This is an optimization exercise on Yosys and OpenROAD, whose aim is small area and a short achievable clock period, not a production implementation.
Where RTL was checked, it was by simulation tests only, not by an equivalence proof against the original.
The RTL of run 6 was laid out without a check of its function.

==> flow/design.v (outline; a module is shown in full before it is edited, if it fits) <==
// module pem_frame_seq: 73 lines
// module lockin_and2: 3 lines
// module lockin_addr_gate: 3 lines
// module lockin_mixer: 28 lines
// module lockin_mac: 595 lines
// module lockin_resolve: 154 lines
// module lockin_fa: 4 lines
// module lockin_fa_fast: 4 lines
// module lockin_xor: 3 lines
// module lockin_ha: 4 lines
// module lockin_chan: 53 lines
// module frame_accum: 41 lines
// module lockin_top: 57 lines
module lockin_top (
  input  wire                          alg_clk,
  input  wire                          alg_rst_n,
  input  wire                          search_end,
  input  wire                          pem_posedge,
  input  wire [16-1:0]   ref_dat,
  input  wire                          ref_dat_valid,
  input  wire [16-1:0]     wave_sine,
  input  wire [16-1:0]     wave_cosine,
  output wire                          wave_req,
  output wire [9-1:0]     wave_addr,
  output wire                          buf_refresh,
  output wire [40-1:0]      i_sum,
  output wire [40-1:0]      q_sum,
  output wire                          sum_valid
);
  // ...
==> flow/flow/run.sh <==
#!/bin/bash
# The standard layout, with the port buffers made from the smallest buffer
# cell instead of the default choice.  Everything else is the standard flow's own flow.
set -e
cp standard.sh standard_copy.log
export BUFFER_PORTS_ARGS="-buffer_cell sky130_fd_sc_hd__buf_1"
bash standard.sh > standard.log 2>&1
==> flow/standard.sh <==
#!/bin/bash
# synth_recipe.tcl (not shown) runs the flow's synth.tcl, then flattens the netlist and writes it again
# the make line also repeats each setting of config.mk as NAME=value (left out here)
make -C /OpenROAD-flow-scripts/flow DESIGN_CONFIG=/design/flow/config.mk WORK_HOME=/design/flow/orfs CLKGATE_MAP_FILE= SYNTH_SCRIPT=/design/flow/synth_recipe.tcl "${@:-finish}"
==> flow/config.mk <==
export PLATFORM = sky130hd
export DESIGN_NAME = lockin_top
export DESIGN_NICKNAME = lockin_top
export VERILOG_FILES = /design/flow/design.v
export SDC_FILE = /design/flow/constraint.sdc
export NUM_CORES = 4
export LEC_CHECK = 0
export ABC_CLOCK_PERIOD_IN_PS = 3500
export CAP_MARGIN = 20
export CORE_MARGIN = 2
export CORE_UTILIZATION = 65
export CTS_CLUSTER_DIAMETER = 160
export CTS_CLUSTER_SIZE = 26
export SETUP_SLACK_MARGIN = 3.6
export SLEW_MARGIN = 20
export SYNTH_HIERARCHICAL = 1
==> flow/constraint.sdc <==
create_clock -name core_clock -period 7.0 [get_ports {alg_clk}]
set_input_delay 1.4000 -clock core_clock [delete_from_list [all_inputs] [get_ports {alg_clk}]]
set_output_delay 1.4000 -clock core_clock [all_outputs]
set_load 0.01 [all_outputs]
==> run notes, run 1 <==
Tmin final 3350 ps; I/O Buffers 144; worst setup path endpoint u_accum.u_chan_q.st[27]; beginning of the worst hold path u_accum.u_chan_i.st[6]; xor/xnor share of the synthesized area 0.146; clock buffers 21; fraction of registers with async set/reset 0.0520; outcome timing/DRC/antenna clean; routability cong. 0.816; final wirelength around 53000 µm; CP max stage cell dfxtp_2; Crit Path Class register to register; most common cell after layout, fill and taps aside xnor2_1; Layout non-clock buf frac 0.0312; Worst Tran Pin Value 909 ps; most common library cells after synthesis dfxtp_1 (310), xnor2_1 (283), fa_1 (274); area of the multi-input gates 16900 µm²; Pre-antenna DRT Iters 6; Final Worst Setup Slack 3650 ps; CP arrival 3780 ps; Post-Synth Adder-Cell Area 0.297; Mean Syn Cell Area 11.1 µm²; reg2reg end u_accum.u_chan_q.st[27]; post-synthesis mux area share 0.0282; Area Growth Syn to Fin 2.70%; fmax ~0.30 GHz; routed wl met3 3730 µm; hold depth 0
==> run 2: changes to the inputs <==
--- a/flow/config.mk
+++ b/flow/config.mk
@@ -11,4 +11,4 @@
 export CORE_UTILIZATION = 65
-export CTS_CLUSTER_DIAMETER = 160
-export CTS_CLUSTER_SIZE = 26
+export CTS_CLUSTER_DIAMETER = 150
+export CTS_CLUSTER_SIZE = 20
 export SETUP_SLACK_MARGIN = 3.6
==> run notes, run 2 <==
Worst EP required 5600 ps; HP Class register to register; ANT cells 0; outcome timing/DRC/antenna clean; final setup fails 0; placed cells 2716; TritonCTS clock tree yes; most common cell after layout, fill and taps aside xnor2_1; RSZ-0062 raised after global routing yes; top cell type's share of synthesized area 0.246; Main synth FF type dfxtp_1; post-synthesis instance total 2278; number of placement rows 72; Hold Vio Cnt, Final 0; clock latency (worst-skew pair) 560 ps; post-synthesis register bit count 327; Nets 2724; Area Growth Syn to Fin 3.32%; number of global-route vias before repair around 17000; I/O Pins 145; Crit Path Class input port to output port; Pre-antenna DRT Iters 5 (-1); Non-Filler Instances 2759; Synth cell types 52; Warnings, synthesis 10; worst-path fanout max 19; worst clock skew 24.0 ps; Iteration-0 DRC Markers 1098; Slew Limit Fails 0; setup slack after placement roughly 3100 ps; final wirelength 53900 µm (+0.86%); hold slack 350 ps; Area contributors post-synth dfxtp_1 (25%), fa_1 (22%), xnor2_1 (9.8%); largest registers u_accum.u_chan_i.st x65, u_accum.u_chan_q.st x65; Crit. End Element output port; chip height 201 µm; Root Buffer clkbuf_16; via count approximately 16000; largest net degree at the start of global routing 33; Die W 201 µm; gr ovfl total 0; Seq/Total Area, Yosys 0.263; hold depth 0 (unchanged); R2R cell count 9; routability cong. 0.816 (unchanged); fmax 0.301 GHz (+0.72%); Tmin final 3320 ps (-24.0 ps); Num CTS Buffers 20; CP arrival 1920 ps (-1860 ps); Initial Utilization 0.655; Final Worst Setup Slack 3680 ps (+24.0 ps); fraction of registers with async set/reset 0.0520 (unchanged); most frequent cell after synthesis dfxtp_1; reg2reg end u_accum.u_chan_q.st[27]; Post-synth EDFFs 0; Max Cap Viol 0; DPL Wire Length 39800 µm; GRT Util Overall 0.275; Synth Cell Area 25200 µm²; core area 38500 µm²; flop2flop setup slack roughly 3700 ps; Mean Syn Cell Area 11.1 µm² (unchanged); initial antenna violation count 1; overall die area roughly 40000 µm²; I/O Buffers 144 (unchanged); commonest non-fill, non-tap cells in the layout xnor2_1 (280), fa_1 (273), a22oi_1 (240), dfxtp_1 (240), ha_1 (160); CTS H-tree lvls 1; most common library cells after synthesis dfxtp_1 (310), xnor2_1 (283), fa_1 (274); antenna-violating nets left 0; # DRC 0; area leader, netlist dfxtp_1; beginning of the worst hold path u_accum.u_chan_i.st[1]; first-pass GRT wire length about 89000 µm; fillers 3077; Tcrit/Tclk final 0.475; Worst Tran Pin Value 929 ps (+20.3 ps); Slew HR 0.381; drt via density between 5 and 6; setup TNS 0 ps; clock sink count between 300 and 400; share of cells above drive strength 1 0.128; routed len/inst 19.5 µm; Critical Path Source Type input port; hold worst-path end u_accum.u_chan_i.sum[1]; RR Startpoint u_accum.u_chan_q.mul_clear; Clk pin slew, worst setup/hold paths roughly 80 ps; clock buffer depth 3; cts-stage hold buffer count 0
-- run 2: cell counts after synthesis --
No cell type changed its count.
-- run 2: worst max path at each step --
stage | to | cells past startpoint | start
final | buf_refresh | 3 | pem_posedge
after global routing | u_accum.u_chan_q.st[27] | 9 | u_accum.u_chan_q.mul_clear
after CTS | u_accum.u_chan_i.st[39] | 9 | u_accum.u_chan_i.mul_clear
after detailed placement | u_accum.u_chan_i.st[39] | 9 | u_accum.u_chan_i.mul_clear
after global placement | u_accum.u_chan_i.st[39] | 9 | u_accum.u_chan_i.mul_clear
after floorplan | u_accum.u_chan_i.st[27] | 12 | u_accum.u_chan_i.mul_wave[11]
-- run 2: kinds of logic after synthesis --
group / synth area share
fa+ha+maj: 0.297
xor+xnor: 0.146
flops: 0.263
buf+inv: 0.0750
compound gates: 0.110
mux: 0.0282
other cells: 0.000298
simple gates: 0.0802
-- run 2: repair_timing --
| action | in CTS | in global routing |
|---|---|---|
| hold endpoints to repair | 0 | 0 |
| gates resized for setup | 78 | 70 |
| endpoints found under the setup margin | 75 | 33 |
| pin swaps | 1 | 3 |
| buffers inserted | 3 | 14 |
-- run 2: per-stage QoR --
| step | util | area, µm² |
|---|---|---|
| after detailed placement | 0.650 | 25000 |
| final | 0.677 | 26000 |
| after floorplan | - | 25400 |
| after global routing | 0.677 | 26000 |
| after global placement | 0.650 | 25000 |
| after CTS | 0.668 | 25700 |
-- run 2: critical path: stages --
cell	delay (ps)
buf_4	210
and2_1	160
buf_1	150
-- run 2: layout make-up --
cell class / instances / area (µm²) / area share
clock inverters: 1 / 16.3 / 0.000625
repair buffers: 176 / 841 / 0.0323
inverters: 64 / 240 / 0.00922
clock buffers: 25 / 541 / 0.0208
flip-flops and latches: 327 / 6860 / 0.263
multi-input cells: 1648 / 16900 / 0.649
well taps: 518 / 648 / 0.0249
-- run 2: per-module statistics from Yosys, one instance, submodules excluded, a selection --
module | area [µm²] | cells | flip-flops and latches
lockin_fa_fast | 23.8 | 2 | 0
lockin_addr_gate | 11.3 | 1 | 0
lockin_resolve | 1180 | 142 | 0
lockin_ha | 12.5 | 1 | 0
pem_frame_seq | 672 | 64 | 14
lockin_xor | 8.76 | 1 | 0
lockin_mixer | 518 | 37 | 19
lockin_fa | 20.0 | 1 | 0
lockin_mac | 3420 | 464 | 0
lockin_chan | 3750 | 254 | 146
frame_accum | 50.0 | 2 | 2
lockin_and2 | 6.26 | 1 | 0
-- run 2: per-layer routing --
metal	vias up	part of all wire	track usage	routed length (µm)
met5	-	0.00024	0	13
met4	2	0.021	0.0661	1110
met3	79	0.067	0.0430	3630
met2	498	0.46	0.429	24600
met1	7872	0.46	0.403	24600
li1	7323	-	-	-
==> run 3: changes to the inputs <==
--- a/flow/config.mk
+++ b/flow/config.mk
@@ -7,3 +7,3 @@
 export LEC_CHECK = 0
-export ABC_CLOCK_PERIOD_IN_PS = 3500
+export ABC_CLOCK_PERIOD_IN_PS = 4200
 export CAP_MARGIN = 20
==> run notes, run 3 <==
Finished Cell Area 26000 µm² (unchanged); post-synthesis instance total 2278 (unchanged); TritonCTS clock tree yes; clock latency (worst-skew pair) 560 ps (about the same); Area contributors post-synth dfxtp_1 (25%), fa_1 (22%), xnor2_1 (9.8%); fillers 3077 (unchanged); xor/xnor share of the synthesized area 0.146 (unchanged); most frequent cell after synthesis dfxtp_1; RR Startpoint u_accum.u_chan_q.mul_clear; final setup fails 0 (unchanged); top cell type's share of synthesized area 0.246 (unchanged); simple-gate area share of the yosys netlist 0.0802 (unchanged); post-synthesis compound-gate area fraction 0.110 (unchanged); HP Class register to register; routed len/inst 19.5 µm (unchanged); share of cells above drive strength 1 0.128 (unchanged); post-synthesis register bit count 327 (unchanged); fmax 0.301 GHz (unchanged); Root Buffer clkbuf_16; Slew HR 0.381 (unchanged); Tcrit/Tclk final 0.475 (unchanged); beginning of the worst hold path u_accum.u_chan_i.st[1]; drt via density 5.72 (unchanged); final wirelength 53900 µm (unchanged); Num CTS Buffers 20 (unchanged); setup TNS 0 ps (unchanged); outcome timing/DRC/antenna clean; Tmin final 3320 ps (unchanged); largest net degree at the start of global routing 33 (unchanged); Synth cell types 52 (unchanged); Seq/Total Area, Yosys 0.263 (unchanged); antenna-violating nets left 0 (unchanged); Crit. End Element output port; flop2flop setup slack 3700 ps (about the same); Mean Syn Cell Area 11.1 µm² (unchanged); DPL Wire Length 39800 µm (unchanged); commonest non-fill, non-tap cells in the layout xnor2_1 (280), fa_1 (273), a22oi_1 (240), dfxtp_1 (240), ha_1 (160); routability cong. 0.816 (unchanged); most common cell after layout, fill and taps aside xnor2_1; largest family of logic cells by synthesized area adder cells; worst clock skew 24.0 ps (unchanged); Final Worst Setup Slack 3680 ps (unchanged); reg2reg end u_accum.u_chan_q.st[27]; initial antenna violation count 1 (unchanged); critical path's largest stage delay 210 ps (about the same); Non-Filler Instances 2759 (unchanged); RSZ-0062 raised after global routing yes; Cell Chain, Critical Path buf_4, and2_1, buf_1; cts-stage hold buffer count 0 (unchanged); CP startpoint pem_posedge; overall die area 40400 µm² (unchanged); hold worst-path end u_accum.u_chan_i.sum[1]; Crit Path Class input port to output port; placed cells 2716 (unchanged); GR Util met1 0.403 (unchanged); Die W 201 µm (unchanged); clock sink count 327 (unchanged); Max Cap Viol 0 (unchanged); I/O Buffers 144 (unchanged); Pre-antenna DRT Iters 5 (unchanged); Area Growth Syn to Fin 3.32% (unchanged); Area after DPL 25000 µm² (unchanged); R2R cell count 9 (unchanged); Post-synth EDFFs 0 (unchanged); core area 38500 µm² (unchanged); Slew Limit Fails 0 (unchanged); hold slack 350 ps (unchanged); setup slack after placement 3080 ps (unchanged); largest registers u_accum.u_chan_i.st x65, u_accum.u_chan_q.st x65; ANT cells 0 (unchanged); Clk pin slew, worst setup/hold paths 80 ps (about the same); CTS H-tree lvls 1 (unchanged); most common library cells after synthesis dfxtp_1 (310), xnor2_1 (283), fa_1 (274); Worst EP required 5600 ps (about the same); chip height 201 µm (unchanged); number of placement rows 72 (unchanged); gr ovfl total 0 (unchanged); Nets 2724 (unchanged); met2 Use GR 0.429 (unchanged); Initial Utilization 0.655 (unchanged); Synth Cell Area 25200 µm² (unchanged); worst-path fanout max 19 (unchanged); clock buffer depth 3 (unchanged); # DRC 0 (unchanged); Main synth FF type dfxtp_1; fraction of registers with async set/reset 0.0520 (unchanged); first-pass GRT wire length 89300 µm (unchanged); I/O Pins 145 (unchanged); hold depth 0 (unchanged); Iteration-0 DRC Markers 1098 (unchanged); Critical Path Source Type input port; Post-Synth Adder-Cell Area 0.297 (unchanged); Warnings, synthesis 10 (unchanged); GRT Util Overall 0.275 (unchanged); CP arrival 1920 ps (about the same); area leader, netlist dfxtp_1; post-synthesis mux area share 0.0282 (unchanged); via count 15774 (unchanged); met3 usage in global routing 0.0430 (unchanged); Hold Vio Cnt, Final 0 (unchanged); gr busiest metal met2; Worst Tran Pin Value 929 ps (unchanged); CP max stage cell buf_4; number of global-route vias before repair 16644 (unchanged)
## run 3: logic make-up after synthesis
| logic type | count (synthesis) |
|---|---|
| and+or+nand+nor | 321 |
| AOI/OAI and AO/OA | 391 |
| DFF | 327 |
| adders and majority gates | 434 |
| other | 2 |
| xor gates and xnor gates | 420 |
| muxes | 48 |
| buffers and inverters | 335 |
## run 3: Yosys stat by module, one instance, submodules excluded, a selection
module            cell area [µm²]  times used
lockin_addr_gate             11.3           9
lockin_mixer                  518           1
frame_accum                  50.0           1
pem_frame_seq                 672           1
lockin_resolve               1180           2
lockin_chan                  3750           2
lockin_fa_fast               23.8          46
lockin_fa                    20.0         244
lockin_mac                   3420           2
lockin_ha                    12.5          62
lockin_xor                   8.76          46
## run 3: layout make-up
| type | instances | area (µm²) | area share |
|---|---|---|---|
| inverter | 64 | 240 | 0.00922 |
| timing repair buffer | 176 | 841 | 0.0323 |
| clock buffer | 25 | 541 | 0.0208 |
| multi-input combinational | 1648 | 16900 | 0.649 |
| sequential | 327 | 6860 | 0.263 |
| tap | 518 | 648 | 0.0249 |
| clock inverter | 1 | 16.3 | 0.000625 |
## run 3: layer usage
layer	routed length [µm]	vias to the layer above	part of all wire
met4	1110	2	0.021
met3	3630	79	0.067
li1	-	7323	-
met1	24600	7872	0.46
met2	24600	498	0.46
met5	13	-	0.00024
## run 3: worst max-delay path, delay by kind of cell
kind / cells / cell delay [ps]
simple gates: 1 / 160
buf+inv: 2 / 360
## run 3: per-stage QoR
stage / utilization
6_report: 0.677
5_1_grt: 0.677
4_1_cts: 0.668
3_5_place_dp: 0.650
3_3_place_gp: 0.650
2_1_floorplan: -
## run 3: timing repair
action	CTS	global route
buffers inserted	3	14
gates resized for setup	78	70
setup endpoints to repair	75	33
pin swaps	1	3
## run 3: worst max-delay path by stage
stage                              endpoint  cells past startpoint  slack (ps)
floorplan           u_accum.u_chan_i.st[27]                     12        3610
global placement    u_accum.u_chan_i.st[39]                      9        3160
detailed placement  u_accum.u_chan_i.st[39]                      9        3080
CTS                 u_accum.u_chan_i.st[39]                      9        3590
global route        u_accum.u_chan_q.st[27]                      9        3580
finish                          buf_refresh                      3        3680
==> run 4: changes to the inputs <==
--- a/flow/config.mk
+++ b/flow/config.mk
@@ -7,3 +7,3 @@
 export LEC_CHECK = 0
-export ABC_CLOCK_PERIOD_IN_PS = 4200
+export ABC_CLOCK_PERIOD_IN_PS = 3500
 export CAP_MARGIN = 20
@@ -13,3 +13,3 @@
 export CTS_CLUSTER_SIZE = 20
-export SETUP_SLACK_MARGIN = 3.6
+export SETUP_SLACK_MARGIN = 3.66
 export SLEW_MARGIN = 20
==> run notes, run 4 <==
Max Cap Viol 0 (unchanged); initial antenna violation count 5 (+4); DPL Wire Length 39000 µm (-2.0%); Warnings, synthesis 10 (unchanged); most common cell after layout, fill and taps aside xnor2_1; largest net degree at the start of global routing 38 (+15%); most common library cells after synthesis dfxtp_1 (310), xnor2_1 (283), fa_1 (274); Tmin final 3270 ps (-52.5 ps); GRT Util Overall 0.271 (-0.00385); clock buffer depth 3 (unchanged); core area 38500 µm² (unchanged); post-synthesis register bit count 327 (unchanged); Finished Cell Area 26100 µm² (+0.27%); clock latency (worst-skew pair) 560 ps (about the same); Worst Tran Pin Value 912 ps (-16.8 ps); worst-path fanout max 7 (-12); post-synthesis instance total 2278 (unchanged); top cell type's share of synthesized area 0.246 (unchanged); Num CTS Buffers 20 (unchanged); Area Growth Syn to Fin 3.60%; Synth cell types 52 (unchanged); ANT cells 0 (unchanged); Post-synth EDFFs 0 (unchanged); commonest non-fill, non-tap cells in the layout xnor2_1 (282), fa_1 (273), dfxtp_1 (236), a22oi_1 (235), ha_1 (160); Mean Syn Cell Area 11.1 µm² (unchanged); overall die area 40400 µm² (unchanged); Initial Utilization 0.655 (unchanged); RSZ-0062 raised after global routing yes; via count 15706 (-0.43%); gr ovfl total 0 (unchanged); flop2flop setup slack 3730 ps (+30 ps); Final Util 0.679 (+0.00185); outcome timing/DRC/antenna clean; area leader, netlist dfxtp_1; first-pass GRT wire length 88000 µm (-1.5%); most frequent cell after synthesis dfxtp_1; I/O Buffers 144 (unchanged); CTS H-tree lvls 1 (unchanged); number of global-route vias before repair 16414 (-1.4%); Nets 2726 (+0.073%); worst clock skew 26.2 ps (+2.22 ps); chip height 201 µm (unchanged); final setup fails 0 (unchanged); I/O Pins 145 (unchanged); Area after DPL 25000 µm² (about the same); Pre-antenna DRT Iters 7 (+2); number of placement rows 72 (unchanged); Area contributors post-synth dfxtp_1 (25%), fa_1 (22%), xnor2_1 (9.8%); Tcrit/Tclk final 0.467 (-0.00751); Root Buffer clkbuf_16; clock sink count 327 (unchanged); Main synth FF type dfxtp_1; Hold Vio Cnt, Final 0 (unchanged); HP Class register to register; TritonCTS clock tree yes; Clk pin slew, worst setup/hold paths 80 ps (about the same); Synth Cell Area 25200 µm² (unchanged); fmax 0.306 GHz (+1.6%); Worst EP required 7430 ps (+1830 ps); # DRC 0 (unchanged); drt via density 5.69 (-0.47%); share of cells above drive strength 1 0.134 (+0.00663); Iteration-0 DRC Markers 1127 (+2.6%); Crit. End Element register; setup TNS 0 ps (unchanged); Slew HR 0.392 (+0.0112); Crit Path Class register to register; final wirelength 53000 µm (-1.7%); antenna-violating nets left 0 (unchanged); Die W 201 µm (unchanged); routed len/inst 19.2 µm (-1.7%); routability cong. 0.811 (-0.59%); Seq/Total Area, Yosys 0.263 (unchanged); CP arrival 3700 ps (+1780 ps); fillers 3021 (-1.8%); Critical Path Source Type register; largest registers u_accum.u_chan_i.st x65, u_accum.u_chan_q.st x65; fraction of registers with async set/reset 0.0520 (unchanged); Slew Limit Fails 0 (unchanged)
run 4: cell counts after synthesis:
Identical to the previous run, type by type.
run 4: Yosys stat by module, one instance, submodules excluded, a selection:
module            flip-flops and latches  cell area [µm²]  cells inside
lockin_fa_fast                         0             23.8             2
lockin_resolve                         0             1180           142
pem_frame_seq                         14              672            64
lockin_addr_gate                       0             11.3             1
lockin_mac                             0             3420           464
lockin_xor                             0             8.76             1
lockin_chan                          146             3750           254
run 4: kinds of logic (layout without fill, tap and decap cells):
group | count (synthesis) | count (layout) | share of synthesized area
AO/OA/AOI/OAI | 391 | 391 | 0.110
AND/OR/NAND/NOR | 321 | 321 | 0.0802
buffers and inverters | 335 | 267 | 0.0750
multiplexers | 48 | 48 | 0.0282
adder cells (fa/ha/maj) | 434 | 434 | 0.297
XOR/XNOR | 420 | 420 | 0.146
other | 2 | 34 | 0.000298
flip-flops | 327 | 327 | 0.263
run 4: layout make-up:
type	count	area, µm²	share of cell area
Inverter	64	240	0.00920
Clock buffer	24	537	0.0206
Sequential cell	327	6880	0.264
Timing Repair Buffer	178	851	0.0326
Clock inverter	1	16.3	0.000623
Tap cell	518	648	0.0248
Multi-Input combinational cell	1648	16900	0.649
run 4: path summary, 6_finish.rpt:
path,start,end,cells past startpoint
max,u_accum.u_chan_i.mul_clear,u_accum.u_chan_i.st[27],10
min,u_accum.u_chan_i.st[2],u_accum.u_chan_i.sum[2],0
max reg2reg,u_accum.u_chan_i.mul_clear,u_accum.u_chan_i.st[27],10
min reg2reg,u_accum.u_chan_i.st[2],u_accum.u_chan_i.sum[2],0
max in group asynchronous,alg_rst_n,u_accum.sum_valid,1
min in group asynchronous,alg_rst_n,u_seq.period_cnt[0],1
run 4: timing repair:
| action | 4_1_cts | 5_1_grt |
|---|---|---|
| setup buffers | 6 | 15 |
| endpoints found under the setup margin | 94 | 36 |
| gates resized for setup | 95 | 73 |
| pin swaps | 0 | 8 |
| hold buffers | 0 | 0 |
run 4: critical path, stage by stage, from the launching register on:
cell	delay, ps
dfxtp_4	400
buf_4	190
buf_4	150
nor2b_2	130
fa_1	450
fa_1	400
fa_1	450
xor2_2	220
xor2_1	190
xor2_1	240
mux2_4	320
run 4: routing by layer:
layer	track usage	wire length, µm	up-vias
met2	0.416	23600	545
met3	0.0464	4000	96
li1	-	-	7325
met1	0.402	24200	7732
met5	0	44	-
met4	0.0619	1150	8
run 4: metrics by stage:
stage                     setup slack, ps  hold WS, ps  std cells
after floorplan                      3650          325       2310
after global placement               3210          337       2714
after detailed placement             3140          332       2714
after CTS                            3660          354       2745
after global routing                 3580          361       2760
final                                3730          351       2760
==> run 5: changes to the inputs <==
--- a/flow/config.mk
+++ b/flow/config.mk
@@ -10,6 +10,6 @@
 export CORE_MARGIN = 2
-export CORE_UTILIZATION = 65
+export CORE_UTILIZATION = 75
 export CTS_CLUSTER_DIAMETER = 150
 export CTS_CLUSTER_SIZE = 20
-export SETUP_SLACK_MARGIN = 3.66
+export SETUP_SLACK_MARGIN = 3.63
 export SLEW_MARGIN = 20
==> run notes, run 5 <==
most frequent cell after synthesis dfxtp_1; Seq/Total Area, Yosys 0.263 (unchanged); R2R cell count 8 (-2); DPL Wire Length 38500 µm (-1.3%); Warnings, synthesis 10 (unchanged); largest net degree at the start of global routing 37 (-2.6%); cts-stage hold buffer count 0 (unchanged); Non-Filler Instances 2679 (-2.9%); gr busiest metal met2; Crit Path Class input port to output port; Nets 2716 (-0.37%); Num CTS Buffers 20 (unchanged); CP arrival 1930 ps (-1770 ps); Max Cap Viol 0 (unchanged); ANT cells 0 (unchanged); largest family of logic cells by synthesized area adder cells; hold slack 355 ps (+3.51 ps); setup TNS 0 ps (unchanged); Mean Syn Cell Area 11.1 µm² (unchanged); Worst Tran Pin Value 896 ps (-16.3 ps); Tmin final 3330 ps (+60.8 ps); reg2reg end u_accum.u_chan_q.st[27]; most common cell after layout, fill and taps aside xnor2_1; Area contributors post-synth dfxtp_1 (25%), fa_1 (22%), xnor2_1 (9.8%); RSZ-0062 raised after global routing yes; drt via density 6.00 (+5.4%); Die W 187 µm (-6.8%); # DRC 0 (unchanged); fraction of registers with async set/reset 0.0520 (unchanged); core area 33300 µm² (-13%); Critical Path Source Type input port; largest registers u_accum.u_chan_i.st x65, u_accum.u_chan_q.st x65; Tcrit/Tclk final 0.476 (+0.00868); post-synthesis instance total 2278 (unchanged); chip height 187 µm (-6.8%); flop2flop setup slack 3690 ps (-40 ps); Synth cell types 52 (unchanged); Area Growth Syn to Fin 2.95%; I/O Buffers 144 (unchanged); Iteration-0 DRC Markers 1313 (+17%); Main synth FF type dfxtp_1; area leader, netlist dfxtp_1; post-synthesis compound-gate area fraction 0.110 (unchanged); Final Worst Setup Slack 3670 ps (-60.8 ps); routability cong. 0.871 (+7.4%); beginning of the worst hold path u_accum.u_chan_q.st[7]; simple-gate area share of the yosys netlist 0.0802 (unchanged); share of cells above drive strength 1 0.130 (-0.00382); CTS H-tree lvls 1 (unchanged); antenna-violating nets left 0 (unchanged); met2 Use GR 0.488 (+0.0728); final wirelength 52700 µm (-0.61%); Worst EP required 5600 ps (-1830 ps); commonest non-fill, non-tap cells in the layout xnor2_1 (281), fa_1 (271), dfxtp_1 (237), a22oi_1 (234), ha_1 (160); Pre-antenna DRT Iters 7 (unchanged); GRT Util Overall 0.308 (+0.0376); worst-path fanout max 19 (+12); Clk pin slew, worst setup/hold paths 80 ps (about the same); number of global-route vias before repair 16810 (+2.4%); placed cells 2645 (-2.5%); worst clock skew 29.1 ps (+2.83 ps); clock buffer depth 3 (unchanged); Root Buffer clkbuf_16; Crit. End Element output port; hold depth 0 (unchanged); outcome timing/DRC/antenna clean; top cell type's share of synthesized area 0.246 (unchanged); clock sink count 327 (unchanged); final setup fails 0 (unchanged); HP Class register to register; most common library cells after synthesis dfxtp_1 (310), xnor2_1 (283), fa_1 (274); Initial Utilization 0.757 (+0.102); Slew Limit Fails 0 (unchanged); RR Startpoint u_accum.u_chan_q.mul_wave[13]; fmax 0.300 GHz (-1.8%); GR Util met1 0.438 (+0.0355); gr ovfl total 0 (unchanged); post-synthesis mux area share 0.0282 (unchanged); TritonCTS clock tree yes; Post-Synth Adder-Cell Area 0.297 (unchanged); via count 16069 (+2.3%); Hold Vio Cnt, Final 0 (unchanged); post-synthesis register bit count 327 (unchanged); met3 usage in global routing 0.0593 (+0.0129); xor/xnor share of the synthesized area 0.146 (unchanged); clock latency (worst-skew pair) 570 ps (about the same); hold worst-path end u_accum.u_chan_q.sum[7]; I/O Pins 145 (unchanged); routed len/inst 19.7 µm (+2.4%); fillers 2226 (-26%); Post-synth EDFFs 0 (unchanged); initial antenna violation count 1 (-4); setup slack after placement 3100 ps (-48.7 ps); Synth Cell Area 25200 µm² (unchanged); number of placement rows 67 (-6.9%); first-pass GRT wire length 87300 µm (-0.78%); Slew HR 0.403 (+0.0108); overall die area 35100 µm² (-13%)
[run 5: cell counts after synthesis]
Identical to the previous run, type by type.
[run 5: worst max path at each step]
| stage | startpoint | end | slack, ps | depth (start not counted) |
|---|---|---|---|---|
| global placement | u_accum.u_chan_q.mul_clear | u_accum.u_chan_q.st[39] | 3190 | 9 |
| detailed placement | u_accum.u_chan_q.mul_clear | u_accum.u_chan_q.st[39] | 3100 | 9 |
| global route | u_accum.u_chan_i.mul_clear | u_accum.u_chan_i.st[24] | 3600 | 9 |
| CTS | u_accum.u_chan_i.mul_wave[13] | u_accum.u_chan_i.st[27] | 3620 | 9 |
| floorplan | u_accum.u_chan_i.mul_wave[10] | u_accum.u_chan_i.st[27] | 3620 | 12 |
| finish | pem_posedge | buf_refresh | 3670 | 3 |
[run 5: routing by layer]
layer	share of wire	vias to the layer above	wire length, µm
met5	0.00025	-	13
met4	0.026	2	1370
met3	0.079	113	4180
met2	0.46	664	24200
met1	0.43	7988	22900
li1	-	7302	-
[run 5: per-module statistics from Yosys (local to each module, per instance), a selection]
module / area, µm² / cells inside / copies in the design / flops+latches
lockin_and2: 6.26 / 1 / 2 / 0
lockin_chan: 3750 / 254 / 2 / 146
lockin_fa: 20.0 / 1 / 244 / 0
lockin_fa_fast: 23.8 / 2 / 46 / 0
lockin_ha: 12.5 / 1 / 62 / 0
lockin_mac: 3420 / 464 / 2 / 0
lockin_mixer: 518 / 37 / 1 / 19
lockin_resolve: 1180 / 142 / 2 / 0
lockin_xor: 8.76 / 1 / 46 / 0
pem_frame_seq: 672 / 64 / 1 / 14
[run 5: per-stage QoR]
stage,util,area (µm²)
floorplan,-,25400
global placement,0.748,24900
detailed placement,0.748,24900
CTS,0.772,25700
global route,0.780,26000
finish,0.780,26000
[run 5: timing repair]
item / 4_1_cts / 5_1_grt
gates resized for setup: 97 / 73
pin swaps: 1 / 7
buffers inserted: 7 / 3
setup endpoints to repair: 77 / 26
[run 5: layout make-up]
cell class	instances	area (µm²)	share of cell area
tap	448	561	0.0216
inverter	64	240	0.00926
timing repair buffer	168	773	0.0298
clock buffer	22	508	0.0196
clock inverter	2	46.3	0.00178
multi-input combinational	1648	16900	0.653
sequential	327	6880	0.265
[run 5: cell families after synthesis]
kind of cell	after synthesis
adders and majority gates	434
xor gates and xnor gates	420
AOI/OAI and AO/OA	391
buffers and inverters	335
DFF	327
and+or+nand+nor	321
muxes	48
other	2
[run 5: critical path, cell delays in order]
cell	delay (ps)
buf_4	220
and2_1	160
buf_1	150
==> module lockin_chan, before the edit <==
module lockin_chan (
  input  wire                               alg_clk,
  input  wire [16-1:0]        mix_sample,
  input  wire                               mix_clear,
  input  wire [16-1:0]          wave,         
  output logic [40-1:0]          sum           
);
  logic [8-1:0] enc_one;
  logic [8-1:0] enc_two;
  logic [8-1:0] enc_neg;
  logic [8-1:0] mul_one;      
  logic [8-1:0] mul_two;      
  logic [8-1:0] mul_neg;      
  logic [16-1:0] mul_wave;
  logic                      mul_clear;
  logic [65-1:0]   st;
  logic [65-1:0]   nxt;
  logic [40-1:0]  res;
  logic [16:0] ext;           
  assign ext = {mix_sample, 1'b0};
  always_comb
  begin
    for (int d = 0; d < 8; d++)
    begin
      enc_one[d] = ext[2*d+1] ^ ext[2*d];
      enc_two[d] = (ext[2*d+2] & ~ext[2*d+1] & ~ext[2*d]) |
                   (~ext[2*d+2] & ext[2*d+1] & ext[2*d]);
      enc_neg[d] = ext[2*d+2] & ~(ext[2*d+1] & ext[2*d]);
    end
  end
  always_ff @(posedge alg_clk)
  begin
    mul_one   <= enc_one;
    mul_two   <= enc_two;
    mul_neg   <= enc_neg;
    mul_wave  <= wave;
    mul_clear <= mix_clear;
  end
  lockin_mac u_mac (
    .one     (mul_one),
    .two     (mul_two),
    .neg     (mul_neg),
    .s       (mul_wave),
    .st_in   (mul_clear ? '0 : st),
    .st_out  (nxt)
  );
  lockin_resolve u_res (.st(st), .sum(res));
  always_ff @(posedge alg_clk)
  begin
    st  <= nxt;
    sum <= res;            
  end
endmodule
==> module frame_accum, before the edit <==
module frame_accum (
  input  wire                               alg_clk,
  input  wire                               alg_rst_n,
  input  wire [16-1:0]        mix_sample,
  input  wire                               mix_clear,
  input  wire                               mix_end,
  input  wire [16-1:0]          wave_sine,    
  input  wire [16-1:0]          wave_cosine,
  output logic [40-1:0]          i_sum,        
  output logic [40-1:0]          q_sum,        
  output logic                              sum_valid     
);
  logic mul_end;
  lockin_chan u_chan_i (
    .alg_clk    (alg_clk),
    .mix_sample (mix_sample),
    .mix_clear  (mix_clear),
    .wave       (wave_sine),
    .sum        (i_sum)
  );
  lockin_chan u_chan_q (
    .alg_clk    (alg_clk),
    .mix_sample (mix_sample),
    .mix_clear  (mix_clear),
    .wave       (wave_cosine),
    .sum        (q_sum)
  );
  always_ff @(posedge alg_clk or negedge alg_rst_n)
  begin
    if (!alg_rst_n)
    begin
      mul_end   <= 1'b0;
      sum_valid <= 1'b0;
    end
    else
    begin
      mul_end   <= mix_end;
      sum_valid <= mul_end;
    end
  end
endmodule
==> run 6: changes to the inputs <==
--- a/flow/design.v
+++ b/flow/design.v
@@ -881,3 +881,5 @@
   input  wire                               alg_clk,
-  input  wire [16-1:0]        mix_sample,
+  input  wire [8-1:0]          mul_one,      
+  input  wire [8-1:0]          mul_two,      
+  input  wire [8-1:0]          mul_neg,      
   input  wire                               mix_clear,
@@ -886,8 +888,2 @@
 );
-  logic [8-1:0] enc_one;
-  logic [8-1:0] enc_two;
-  logic [8-1:0] enc_neg;
-  logic [8-1:0] mul_one;      
-  logic [8-1:0] mul_two;      
-  logic [8-1:0] mul_neg;      
   logic [16-1:0] mul_wave;
@@ -897,19 +893,4 @@
   logic [40-1:0]  res;
-  logic [16:0] ext;           
-  assign ext = {mix_sample, 1'b0};
-  always_comb
-  begin
-    for (int d = 0; d < 8; d++)
-    begin
-      enc_one[d] = ext[2*d+1] ^ ext[2*d];
-      enc_two[d] = (ext[2*d+2] & ~ext[2*d+1] & ~ext[2*d]) |
-                   (~ext[2*d+2] & ext[2*d+1] & ext[2*d]);
-      enc_neg[d] = ext[2*d+2] & ~(ext[2*d+1] & ext[2*d]);
-    end
-  end
   always_ff @(posedge alg_clk)
   begin
-    mul_one   <= enc_one;
-    mul_two   <= enc_two;
-    mul_neg   <= enc_neg;
     mul_wave  <= wave;
@@ -944,6 +925,32 @@
 );
-  logic mul_end;
+  logic                      mul_end;
+  logic [8-1:0] enc_one;
+  logic [8-1:0] enc_two;
+  logic [8-1:0] enc_neg;
+  logic [8-1:0] mul_one;      
+  logic [8-1:0] mul_two;      
+  logic [8-1:0] mul_neg;      
+  logic [16:0] ext;           
+  assign ext = {mix_sample, 1'b0};
+  always_comb
+  begin
+    for (int d = 0; d < 8; d++)
+    begin
+      enc_one[d] = ext[2*d+1] ^ ext[2*d];
+      enc_two[d] = (ext[2*d+2] & ~ext[2*d+1] & ~ext[2*d]) |
+                   (~ext[2*d+2] & ext[2*d+1] & ext[2*d]);
+      enc_neg[d] = ext[2*d+2] & ~(ext[2*d+1] & ext[2*d]);
+    end
+  end
+  always_ff @(posedge alg_clk)
+  begin
+    mul_one <= enc_one;
+    mul_two <= enc_two;
+    mul_neg <= enc_neg;
+  end
   lockin_chan u_chan_i (
     .alg_clk    (alg_clk),
-    .mix_sample (mix_sample),
+    .mul_one    (mul_one),
+    .mul_two    (mul_two),
+    .mul_neg    (mul_neg),
     .mix_clear  (mix_clear),
@@ -954,3 +961,5 @@
     .alg_clk    (alg_clk),
-    .mix_sample (mix_sample),
+    .mul_one    (mul_one),
+    .mul_two    (mul_two),
+    .mul_neg    (mul_neg),
     .mix_clear  (mix_clear),
--- a/flow/config.mk
+++ b/flow/config.mk
@@ -10,6 +10,4 @@
 export CORE_MARGIN = 2
-export CORE_UTILIZATION = 75
-export CTS_CLUSTER_DIAMETER = 150
-export CTS_CLUSTER_SIZE = 20
-export SETUP_SLACK_MARGIN = 3.63
+export CORE_UTILIZATION = 65
+export SETUP_SLACK_MARGIN = 3.6
 export SLEW_MARGIN = 20
==> run notes, run 6 <==
Slew Limit Fails 0 (unchanged); GRT Util Overall 0.297 (-0.0110); initial antenna violation count 1 (unchanged); most common cell after layout, fill and taps aside xnor2_1; commonest non-fill, non-tap cells in the layout xnor2_1 (281), fa_1 (274), a22oi_1 (235), dfxtp_1 (230), ha_1 (153); worst-path fanout max 32 (+13); Num CTS Buffers 35 (+75%); most common library cells after synthesis dfxtp_1 (286), xnor2_1 (283), fa_1 (274); Clk pin slew, worst setup/hold paths 60 ps (-20 ps); post-synthesis instance total 2218 (-2.6%); clock buffer depth 3 (unchanged); Post-synth EDFFs 0 (unchanged); TritonCTS clock tree yes; critical path's largest stage delay 510 ps (+290 ps); Die W 198 µm (+5.7%); Iteration-0 DRC Markers 1395 (+6.2%); Critical Path Source Type register; CP arrival 3800 ps (+1870 ps); setup slack after placement 2900 ps (-198 ps); core area 37400 µm² (+12%); Synth cell types 54 (+3.8%); I/O Buffers 144 (unchanged); fraction of registers with async set/reset 0.0561 (+0.00412); HP Class register to register; final setup fails 0 (unchanged); Tcrit/Tclk final 0.479 (+0.00325); Pre-antenna DRT Iters 6 (-1); placed cells 2654 (+0.34%); Main synth FF type dfxtp_1; post-synthesis register bit count 303 (-7.3%); Slew HR 0.386 (-0.0165); Nets 2704 (-0.44%); Crit. End Element register; Max Cap Viol 0 (unchanged); chip height 198 µm (+5.7%); routed len/inst 21.2 µm (+7.5%); Area Growth Syn to Fin 8.37%; routability cong. 0.838 (-3.8%); CP delay by family, top adder cells; Synth Cell Area 24500 µm² (-3.0%); share of cells above drive strength 1 0.152 (+0.0216); gr ovfl total 0 (unchanged); largest registers u_accum.u_chan_i.st x65, u_accum.u_chan_q.st x65; ANT cells 0 (unchanged); outcome timing/DRC/antenna clean; Tmin final 3350 ps (+22.7 ps); fmax 0.298 GHz (-0.68%); via count 16017 (-0.32%); Mean Syn Cell Area 11.0 µm² (-0.34%); Final Worst Setup Slack 3650 ps (-22.7 ps); RSZ-0062 raised after global routing yes; I/O Pins 145 (unchanged); cts-stage hold buffer count 0 (unchanged); # DRC 0 (unchanged); Seq/Total Area, Yosys 0.251 (-0.0116); Hold Vio Cnt, Final 0 (unchanged); setup TNS 0 ps (unchanged); CTS H-tree lvls 2 (+1); largest net degree at the start of global routing 37 (unchanged); Worst EP required 7450 ps (+1850 ps); most frequent cell after synthesis dfxtp_1; number of placement rows 71 (+6.0%); Area contributors post-synth dfxtp_1 (23%), fa_1 (22%), xnor2_1 (10%); Warnings, synthesis 10 (unchanged); number of global-route vias before repair 16710 (-0.59%); first-pass GRT wire length 90200 µm (+3.3%); clock latency (worst-skew pair) 560 ps (about the same); Worst Tran Pin Value 921 ps (+24.7 ps); CP Buf/Inv Count 1 (-1); overall die area 39200 µm² (+12%); top cell type's share of synthesized area 0.234 (-0.0121); final wirelength 58400 µm (+11%); antenna-violating nets left 0 (unchanged); DPL Wire Length 37500 µm (-2.6%); Cell Chain, Critical Path buf_12, a22oi_1, xnor2_1, fa_1, fa_1, fa_1, xor2_1, mux2_4, mux2_4; Non-Filler Instances 2761 (+3.1%); worst clock skew 26.8 ps (-2.29 ps); Root Buffer clkbuf_16; CP max stage cell fa_1; drt via density 5.80 (-3.3%); Crit Path Class register to register; clock sink count 303 (-7.3%); area leader, netlist dfxtp_1; Initial Utilization 0.654 (-0.103); most numerous cell on the critical path fa_1
-- run 6: cell count changes after synthesis, moves of 2 or more --
cell | previous run | this run
ha_1 | 160 | 153
nand2_1 | 49 | 51
nand3b_1 | 15 | 6
nor2b_1 | 91 | 83
nand2b_1 | 24 | 17
o21ai_0 | 45 | 36
dfxtp_1 | 310 | 286
-- run 6: per-layer routing --
| layer | global-route usage | vias up | part of all wire |
|---|---|---|---|
| li1 | - | 7248 | - |
| met4 | 0.0866 | 2 | 0.027 |
| met3 | 0.0605 | 135 | 0.080 |
| met2 | 0.472 | 655 | 0.46 |
| met5 | 0 | - | 0.00015 |
| met1 | 0.414 | 7977 | 0.43 |
-- run 6: what timing repair did --
item,CTS,global route
setup buffers,5,32
pin swaps,1,11
resized for setup,78,79
cloned,1,6
endpoints found under the setup margin,84,26
-- run 6: per-module statistics from Yosys, one instance, submodules excluded, excerpt --
module	times used	cells	area (µm²)	flip-flops and latches
lockin_mixer	1	37	518	19
lockin_addr_gate	9	1	11.3	0
lockin_fa	244	1	20.0	0
lockin_fa_fast	46	2	23.8	0
lockin_ha	62	1	12.5	0
lockin_mac	2	464	3420	0
lockin_resolve	2	142	1180	0
lockin_and2	2	1	6.26	0
lockin_chan	2	194	3000	122
frame_accum	1	62	801	26
lockin_xor	46	1	8.76	0
-- run 6: cell type report --
cell class	instances	area [µm²]
clock buffer	56	1050
clock inverter	7	78.8
fill	2819	10900
inverter	64	240
multi-input combinational	1612	16700
sequential	303	6310
tap	511	639
timing repair buffer	208	1530
-- run 6: per-stage QoR --
step	area (µm²)	hold slack, ps	util
2_1_floorplan	24600	325	-
3_3_place_gp	24300	329	0.650
3_5_place_dp	24300	333	0.650
4_1_cts	25700	341	0.688
5_1_grt	26500	353	0.709
6_report	26500	336	0.709
-- run 6: final timing paths --
check	endpoint	depth (start not counted)	slack, ps	from
max in group asynchronous	u_seq.addr_r[3]	1	5470	alg_rst_n
min in group asynchronous	u_seq.addr_r[7]	1	970	alg_rst_n
max reg2reg	u_accum.u_chan_i.st[27]	9	3650	u_accum.mul_two[3]
min reg2reg	u_accum.u_chan_i.sum[3]	0	340	u_accum.u_chan_i.st[3]
min	u_accum.u_chan_i.sum[3]	0	340	u_accum.u_chan_i.st[3]
max	u_accum.u_chan_i.st[27]	9	3650	u_accum.mul_two[3]
-- run 6: cell families (layout without fill, tap and decap cells) --
| family | Yosys count | in the layout | share of synthesized area |
|---|---|---|---|
| adders and majority gates | 427 | 427 | 0.303 |
| xor gates and xnor gates | 420 | 420 | 0.150 |
| AOI/OAI and AO/OA | 384 | 384 | 0.113 |
| buffers and inverters | 335 | 335 | 0.0773 |
| DFF | 303 | 303 | 0.251 |
| and+or+nand+nor | 299 | 299 | 0.0763 |
| muxes | 48 | 48 | 0.0291 |
| other | 2 | 34 | 0.000307 |
==> run 7: changes to the inputs <==
--- a/flow/design.v
+++ b/flow/design.v
@@ -881,5 +881,3 @@
   input  wire                               alg_clk,
-  input  wire [8-1:0]          mul_one,      
-  input  wire [8-1:0]          mul_two,      
-  input  wire [8-1:0]          mul_neg,      
+  input  wire [16-1:0]        mix_sample,
   input  wire                               mix_clear,
@@ -888,2 +886,8 @@
 );
+  logic [8-1:0] enc_one;
+  logic [8-1:0] enc_two;
+  logic [8-1:0] enc_neg;
+  logic [8-1:0] mul_one;      
+  logic [8-1:0] mul_two;      
+  logic [8-1:0] mul_neg;      
   logic [16-1:0] mul_wave;
@@ -893,4 +897,19 @@
   logic [40-1:0]  res;
+  logic [16:0] ext;           
+  assign ext = {mix_sample, 1'b0};
+  always_comb
+  begin
+    for (int d = 0; d < 8; d++)
+    begin
+      enc_one[d] = ext[2*d+1] ^ ext[2*d];
+      enc_two[d] = (ext[2*d+2] & ~ext[2*d+1] & ~ext[2*d]) |
+                   (~ext[2*d+2] & ext[2*d+1] & ext[2*d]);
+      enc_neg[d] = ext[2*d+2] & ~(ext[2*d+1] & ext[2*d]);
+    end
+  end
   always_ff @(posedge alg_clk)
   begin
+    mul_one   <= enc_one;
+    mul_two   <= enc_two;
+    mul_neg   <= enc_neg;
     mul_wave  <= wave;
@@ -925,32 +944,6 @@
 );
-  logic                      mul_end;
-  logic [8-1:0] enc_one;
-  logic [8-1:0] enc_two;
-  logic [8-1:0] enc_neg;
-  logic [8-1:0] mul_one;      
-  logic [8-1:0] mul_two;      
-  logic [8-1:0] mul_neg;      
-  logic [16:0] ext;           
-  assign ext = {mix_sample, 1'b0};
-  always_comb
-  begin
-    for (int d = 0; d < 8; d++)
-    begin
-      enc_one[d] = ext[2*d+1] ^ ext[2*d];
-      enc_two[d] = (ext[2*d+2] & ~ext[2*d+1] & ~ext[2*d]) |
-                   (~ext[2*d+2] & ext[2*d+1] & ext[2*d]);
-      enc_neg[d] = ext[2*d+2] & ~(ext[2*d+1] & ext[2*d]);
-    end
-  end
-  always_ff @(posedge alg_clk)
-  begin
-    mul_one <= enc_one;
-    mul_two <= enc_two;
-    mul_neg <= enc_neg;
-  end
+  logic mul_end;
   lockin_chan u_chan_i (
     .alg_clk    (alg_clk),
-    .mul_one    (mul_one),
-    .mul_two    (mul_two),
-    .mul_neg    (mul_neg),
+    .mix_sample (mix_sample),
     .mix_clear  (mix_clear),
@@ -961,5 +954,3 @@
     .alg_clk    (alg_clk),
-    .mul_one    (mul_one),
-    .mul_two    (mul_two),
-    .mul_neg    (mul_neg),
+    .mix_sample (mix_sample),
     .mix_clear  (mix_clear),
==> flow/run.sh (new file) <==
#!/bin/bash
# synth_recipe.tcl (not shown) runs the flow's synth.tcl, then flattens the netlist and writes it again
# the make line also repeats each setting of config.mk as NAME=value (left out here)
make -C /OpenROAD-flow-scripts/flow DESIGN_CONFIG=/design/flow/config.mk WORK_HOME=/design/flow/orfs CLKGATE_MAP_FILE= SYNTH_SCRIPT=/design/flow/synth_recipe.tcl finish
--- a/flow/config.mk
+++ b/flow/config.mk
@@ -11,2 +11,4 @@
 export CORE_UTILIZATION = 65
+export CTS_CLUSTER_DIAMETER = 150
+export CTS_CLUSTER_SIZE = 30
 export SETUP_SLACK_MARGIN = 3.6
removed: flow/flow/run.sh
removed: flow/standard.sh
==> run notes, run 7 <==
most common library cells after synthesis dfxtp_1 (310), xnor2_1 (283), fa_1 (274); Crit. End Element register; Initial Utilization 0.655 (+0.00130); Seq. cell area 6850 µm² (+8.7%); Area after DPL 25900 µm² (+6.6%); Slew HR 0.496 (+0.110); routed len/inst 19.5 µm (-7.7%); Mean Syn Cell Area 11.1 µm² (+0.34%); clock buffer depth 3 (unchanged); CP delay by family, top adder cells; post-synthesis mux area share 0.0282 (-0.000862); CP max stage cell fa_1; worst-path fanout max 6 (-81%); I/O Pins 145 (unchanged); Max Cap Viol 0 (unchanged); Main synth FF type dfxtp_1; fraction of registers with async set/reset 0.0520 (-0.00412); clock latency (worst-skew pair) 550 ps (about the same); final setup fails 0 (unchanged); # DRC 0 (unchanged); gr ovfl total 0 (unchanged); via count 15736 (-1.8%); Root Buffer clkbuf_16; post-synthesis compound-gate area fraction 0.110 (-0.00230); DPL Wire Length 39800 µm (+6.1%); number of placement rows 72 (+1.4%); Nets 2719 (+0.55%); most frequent cell after synthesis dfxtp_1; area of the multi-input gates 16900 µm² (+1.6%); Die W 201 µm (+1.5%); overall die area 40400 µm² (+3.0%); top cell type's share of synthesized area 0.246 (+0.0121); Warnings, synthesis 10 (unchanged); routability cong. 0.820 (-2.2%); largest net degree at the start of global routing 46 (+24%); Slew Limit Fails 0 (unchanged); RSZ-0062 raised after global routing yes; TritonCTS clock tree yes; CTS H-tree lvls 1 (-1); Tmin final 3390 ps (+33.5 ps); fillers 2946 (+4.5%); number of global-route vias before repair 16950 (+1.4%); drt via density 5.72 (-1.5%); Worst Tran Pin Value 753 ps (-167 ps); initial antenna violation count 0 (-1); Non-Filler Instances 2753 (-0.29%); I/O Buffers 144 (unchanged); outcome timing/DRC/antenna clean; Num CTS Buffers 14 (-60%); Finished Cell Area 26800 µm² (+1.1%); most common cell after layout, fill and taps aside xnor2_1; placed cells 2715 (+2.3%); clock sink count 327 (+7.9%); most numerous cell on the critical path fa_1; Post-synth EDFFs 0 (unchanged); simple-gate area share of the yosys netlist 0.0802 (+0.00384); Tcrit/Tclk final 0.484 (+0.00479); post-synthesis instance total 2278 (+2.7%); CP Buf/Inv Count 2 (+1); chip height 201 µm (+1.5%); share of cells above drive strength 1 0.129 (-0.0227); GRT Util Overall 0.274 (-0.0231); fmax 0.295 GHz (-0.99%); xor/xnor share of the synthesized area 0.146 (-0.00446); Synth Cell Area 25200 µm² (+3.1%); setup TNS 0 ps (unchanged); worst clock skew 24.8 ps (-1.98 ps); final wirelength 53700 µm (-8.0%); commonest non-fill, non-tap cells in the layout xnor2_1 (281), fa_1 (272), dfxtp_1 (240), a22oi_1 (237), ha_1 (160); Seq/Total Area, Yosys 0.263 (+0.0116); post-synthesis register bit count 327 (+7.9%); CP arrival 3820 ps (+20 ps); critical path's largest stage delay 480 ps (-30 ps); Pre-antenna DRT Iters 5 (-1); Area contributors post-synth dfxtp_1 (25%), fa_1 (22%), xnor2_1 (9.8%); largest family of logic cells by synthesized area adder cells; core area 38500 µm² (+2.9%); area leader, netlist dfxtp_1; Clk pin slew, worst setup/hold paths 120 ps (+60 ps); Iteration-0 DRC Markers 987 (-29%); first-pass GRT wire length 89700 µm (-0.54%); Final Util 0.697 (-0.0119); Cell Chain, Critical Path buf_4, buf_4, nor2b_2, fa_1, fa_1, fa_1, xor2_1, xor2_1, xor2_2, mux2_4; Synth cell types 52 (-3.7%); antenna-violating nets left 0 (unchanged); Crit Path Class register to register; Hold Vio Cnt, Final 0 (unchanged); Critical Path Source Type register; Post-Synth Adder-Cell Area 0.297 (-0.00550); ANT cells 0 (unchanged); HP Class register to register; Area Growth Syn to Fin 6.33%; largest registers u_accum.u_chan_i.st x65, u_accum.u_chan_q.st x65; Worst EP required 7430 ps (-20 ps)
==> run 7: cell type report <==
class                           instances  share of cell area
Tap cell                              518              0.0242
Inverter                               64             0.00896
Timing Repair Buffer                  177              0.0651
Multi-Input combinational cell       1648               0.631
Clock inverter                          1            0.000187
Clock buffer                           18              0.0144
Sequential cell                       327               0.256
==> run 7: routing by layer <==
layer	up-vias	part of all wire	GRT usage
met5	-	0	0
met4	0	0.020	0.0582
met3	67	0.064	0.0466
met2	432	0.46	0.437
met1	7929	0.46	0.396
li1	7308	-	-
==> run 7: worst reg2reg max path: cells and delay by family, from the launching register on <==
family / cells / cell delay (ps)
adder cells (fa/ha/maj): 3 / 1330
XOR/XNOR: 3 / 820
flip-flops: 1 / 380
buffers and inverters: 2 / 340
multiplexers: 1 / 320
AND/OR/NAND/NOR: 1 / 120
==> run 7: cell families after synthesis <==
group                      Yosys count
other                                2
DFF                                327
buffers and inverters              335
AOI/OAI and AO/OA                  391
muxes                               48
and+or+nand+nor                    321
adders and majority gates          434
xor gates and xnor gates           420
==> run 7: repair_timing <==
item / in CTS / in global routing
gates resized for setup: 103 / 70
hold buffers: 0 / 0
setup endpoints to repair: 85 / 25
pin swaps: 1 / 9
setup buffers: 8 / 11
==> run 7: worst paths after layout <==
check	from	to	slack [ps]	cells past startpoint
max in group asynchronous	alg_rst_n	u_seq.addr_r[8]	5230	1
max	u_accum.u_chan_q.mul_clear	u_accum.u_chan_q.st[31]	3610	10
min in group asynchronous	alg_rst_n	u_seq.addr_r[4]	1300	1
min	u_accum.u_chan_i.st[1]	u_accum.u_chan_i.sum[1]	360	0
min reg2reg	u_accum.u_chan_i.st[1]	u_accum.u_chan_i.sum[1]	360	0
max reg2reg	u_accum.u_chan_q.mul_clear	u_accum.u_chan_q.st[31]	3610	10
==> run 7: modules after synthesis (local to each module, per instance), excerpt <==
module	cell area, µm²	cells
frame_accum	50.0	2
lockin_mixer	518	37
lockin_chan	3750	254
lockin_mac	3420	464
lockin_xor	8.76	1
lockin_and2	6.26	1
lockin_fa	20.0	1
pem_frame_seq	672	64
lockin_addr_gate	11.3	1
lockin_fa_fast	23.8	2
==> run 7: through the flow <==
step	hold slack, ps	setup slack, ps
detailed placement	332	2490
floorplan	325	3610
global route	368	3480
CTS	349	3350
global placement	334	2510
finish	357	3610

==> re-timing with driven ports <==
In the flow no input, the clock included, has a driving cell. The finished layouts below were timed again as built, in two steps. Step 1 (the two cells are an assumption about what drives the block):
set clk [get_ports {alg_clk}]
set_driving_cell -lib_cell sky130_fd_sc_hd__clkbuf_16 $clk
set_driving_cell -lib_cell sky130_fd_sc_hd__buf_2 [delete_from_list [all_inputs] $clk]
Step 2 adds t to the input delays and takes it off the output delays; t is the mean of the earliest and latest rising clock arrival at the registers after step 1. Input paths then give back, and output paths get back, about the clock's delay inside the block. a / b / c = ideal ports / drivers / drivers and shift; a / b = the first two.
| run | t (ns) | setup WS [ns] | latest minus earliest clock arrival (ns) | worst slew at a driven data input, ns | cell pins on the clock port's net |
|---|---|---|---|---|---|
| run 1 | 0.585 | 3.653 / 3.653 / 3.653 | 0.036 / 0.035 | 0.06 | 1 |
| run 2 | 0.603 | 3.677 / 3.653 / 3.653 | 0.028 / 0.028 | 0.06 | 1 |
| run 3 | 0.603 | 3.677 / 3.653 / 3.653 | 0.028 / 0.028 | 0.06 | 1 |
| run 4 | 0.601 | 3.729 / 3.693 / 3.693 | 0.030 / 0.029 | 0.08 | 1 |
| run 5 | 0.605 | 3.669 / 3.637 / 3.637 | 0.031 / 0.031 | 0.06 | 1 |
| run 6 | 0.601 | 3.646 / 3.635 / 3.635 | 0.026 / 0.027 | 0.05 | 1 |
| run 7 | 0.591 | 3.612 / 3.612 / 3.612 | 0.028 / 0.027 | 0.06 | 1 |
After both steps setup and hold are still met in every run listed. The setup slack of run 4, which loses most, moves by -0.036 ns with the drivers and by -0.036 ns with both steps.
